Background: an optimization exercise with open tools, aiming at small area, a short achievable clock period and few clock cycles per item. Do not read the settings as production practice.

## alpha_gain_position_tracker
module alpha_gain_position_tracker (
  input  wire logic                 clk,
  input  wire logic                 rst_n,
  input  wire logic                 cfg_we,
  input  wire logic [1:0]           cfg_index,
  input  wire logic [15:0]          cfg_data,
  input  wire logic                 in_valid,
  output logic                      in_stall,
  input  wire logic [32:0]          in_data,
  output logic                      out_valid,
  input  wire logic                 out_stall,
  output logic [32:0]               out_data
);
Size in the first run: roughly 5100 cells after synthesis, roughly 320 flip-flops, about 91 I/O pins, ~41000 sq um of cells after synthesis.
Settings: LEC_CHECK=0, CAP_MARGIN=20, CORE_MARGIN=2, CORE_UTILIZATION=50, SETUP_SLACK_MARGIN=4.5, SLEW_MARGIN=20; clock period 10.5 ns.
run.sh (not shown) runs the stock make flow with config.mk's settings and CLKGATE_MAP_FILE= SYNTH_SCRIPT=/design/flow/synth_recipe.tcl, a recipe that flattens the netlist after the stock synthesis.
The first run completed without violations.
Rerun with:
--- a/flow/design.v
+++ b/flow/design.v
@@ -19,31 +19,26 @@
 `default_nettype none
 module agpt_div #(
   parameter int W   = 25,
   parameter int NST = 2
 ) (
   input  wire logic [W-1:0]       rem_in,
   input  wire logic [W-1:0]       den,
+  input  wire logic [W+1:0]       den3,
   output logic      [W-1:0]       rem_out,
   output logic      [2*NST-1:0]   q
 );
   always_comb begin
     logic [W-1:0] r;
     logic [W+2:0] t1, t2, t3;
-    logic [W+2:0] a3, b3, c3, s3, k3;
     r = rem_in;
     for (int i = NST - 1; i >= 0; i--) begin
       t1 = {1'b0, r, 2'b00} - {3'b000, den};
       t2 = {1'b0, r, 2'b00} - {2'b00, den, 1'b0};
-      a3 = {1'b0, r, 2'b10};
-      b3 = ~{2'b00, den, 1'b0};
-      c3 = ~{3'b000, den};
-      s3 = a3 ^ b3 ^ c3;
-      k3 = (a3 & b3) | (a3 & c3) | (b3 & c3);
-      t3 = s3 + {k3[W+1:0], 1'b0};
+      t3 = {1'b0, r, 2'b00} - {1'b0, den3};
       if (!t3[W+2]) begin
         r = t3[W-1:0];
         q[2*i +: 2] = 2'd3;
       end else if (!t2[W+2]) begin
         r = t2[W-1:0];
         q[2*i +: 2] = 2'd2;
       end else if (!t1[W+2]) begin
@@ -179,14 +174,15 @@
   logic signed [MB_W-1:0]    mb_r;          
   logic signed [PW-1:0]      prod_r;
   logic                      out_valid_r;
   logic [1:0]                vst_r;
   logic [CNT_W-1:0]          vcnt_r;
   logic [DEN_W-1:0]          rem_r;
   logic [DEN_W-1:0]          den_r;
+  logic [DEN_W+1:0]          den3_r;        
   logic [16:0]               q_r;           
   logic                      z_r;           
   logic                      det;
   logic signed [15:0]        meas_x, meas_y;
   logic                      out_free;
   logic                      frame_ps;      
   logic                      frame_c;       
@@ -232,30 +228,37 @@
   logic [VAR_W-1:0]          vbase;
   logic [VAR_W:0]            vsum;
   logic [VAR_W-1:0]          vp;
   logic [DEN_W-1:0]          rem_nx;
   logic [3:0]                qbits;
   logic                      ld_run;        
   logic                      ld_fix;
+  logic                      ld_data;
   logic [VAR_W-1:0]          lbase;
   logic [15:0]               lpn;
   logic [DEN_W-1:0]          dsum;
+  logic [DEN_W+1:0]          dsum3;
   assign load_c  = (seq_r == T1);
   assign p_upd   = (go_ps && !epa_r) || early_p;
   assign ld_fix  = (vst_r == V_FIX);
-  assign ld_run  = load_c || ((vst_r == V_IDLE || ld_fix) && !p_upd);
+  assign ld_data = load_c || vst_r == V_IDLE || ld_fix;
+  assign ld_run  = ld_data && !(p_upd && !load_c);
   assign vbase   = load_c ? prod_r[VAR_W+15:16] : var_r;
   assign vsum    = {1'b0, vbase} + (VAR_W+1)'(pn_r);
   assign vp      = vsum[VAR_W] ? {VAR_W{1'b1}} : vsum[VAR_W-1:0];
   assign lbase   = load_c ? prod_r[VAR_W+15:16] : (var_r | {VAR_W{ld_fix}});
   assign lpn     = ld_fix ? 16'd0 : pn_r;
   assign dsum    = DEN_W'(lbase) + DEN_W'(lpn) + DEN_W'(mn_r);
+  assign dsum3   = (DEN_W+2)'({lbase, 1'b0}) + (DEN_W+2)'(lbase)
+                 + (DEN_W+2)'({lpn, 1'b0}) + (DEN_W+2)'(lpn)
+                 + (DEN_W+2)'({mn_r, 1'b0}) + (DEN_W+2)'(mn_r);
   agpt_div #(.W(DEN_W), .NST(2)) u_div (
     .rem_in  (rem_r),
     .den     (den_r),
+    .den3    (den3_r),
     .rem_out (rem_nx),
     .q       (qbits)
   );
   always_ff @(posedge clk) begin
     if (!rst_n) begin
       var_r  <= agpt_pkg::VAR_RST;
       vst_r  <= V_IDLE;
@@ -271,22 +274,24 @@
       vst_r  <= V_IDLE;
     end else if (vst_r == V_RUN) begin
       vcnt_r <= vcnt_r + 1'b1;
       if (vcnt_r == CNT_W'(NIT - 1)) vst_r <= V_DONE;
     end
   end
   always_ff @(posedge clk) begin
-    if (ld_run) begin
+    if (ld_data) begin
       if (mn_r == '0) begin
         rem_r  <= '0;
         den_r  <= '1;
+        den3_r <= '1;
         z_r    <= (vp != '0);
       end else begin
         if (!ld_fix) rem_r <= DEN_W'(vp);
         den_r  <= dsum;
+        den3_r <= dsum3;
         z_r    <= 1'b0;
       end
     end else if (vst_r == V_RUN) begin
       rem_r <= rem_nx;
       q_r[15:0] <= {q_r[11:0], qbits};
       if (vcnt_r == CNT_W'(NIT - 1)) q_r[16] <= z_r;
     end
The changed run went through all stages and came out clean.
Cell area rose by a few percent.
Cell count rose by a few percent.
Global-route usage fell by 1.8 points.
Via count rose by a few percent.
Maximum frequency rose by a little under a tenth.
Count of clock-buffer cells in the layout rose by 2.
Die area rose by a few percent.
Setup slack gains 0.49 ns.
Sequential share of layout area rose by 1.1 points.
Hold slack hardly moves.
No functional check of the RTL was part of any run of this note.

re-timing with driven ports:
The results above use ideal ports. As a check the final layouts listed here were re-extracted and re-timed, cells and wires unchanged. Step 1 sets driving cells, clkbuf_16 on the clock port and buf_2 on the other inputs (assumed; they add their load-dependent delay and slew). Step 2 adds t to the input delays and takes it off the output delays; t is the mean of the earliest and latest rising clock arrival at the registers after step 1. Input paths then give back, and output paths get back, about the clock's delay inside the block. Three values: no drivers, after step 1, after step 2; two values: the first two.
| run | t (ns) | setup slack, ns | hold WS [ns] | worst setup path at the end | clock arrival spread, ns |
|---|---|---|---|---|---|
| the first run | 0.625 | 3.851 / 3.851 / 3.851 | 0.452 / 0.452 / 0.452 | register to register | 0.033 / 0.033 |
| the second run | 0.629 | 4.337 / 4.337 / 4.288 | 0.453 / 0.453 / 0.453 | input to register | 0.033 / 0.033 |
After both steps every run listed still meets setup and hold. The setup slack of the second run, which loses most, moves by 0.000 ns with the drivers and by -0.049 ns with both steps.
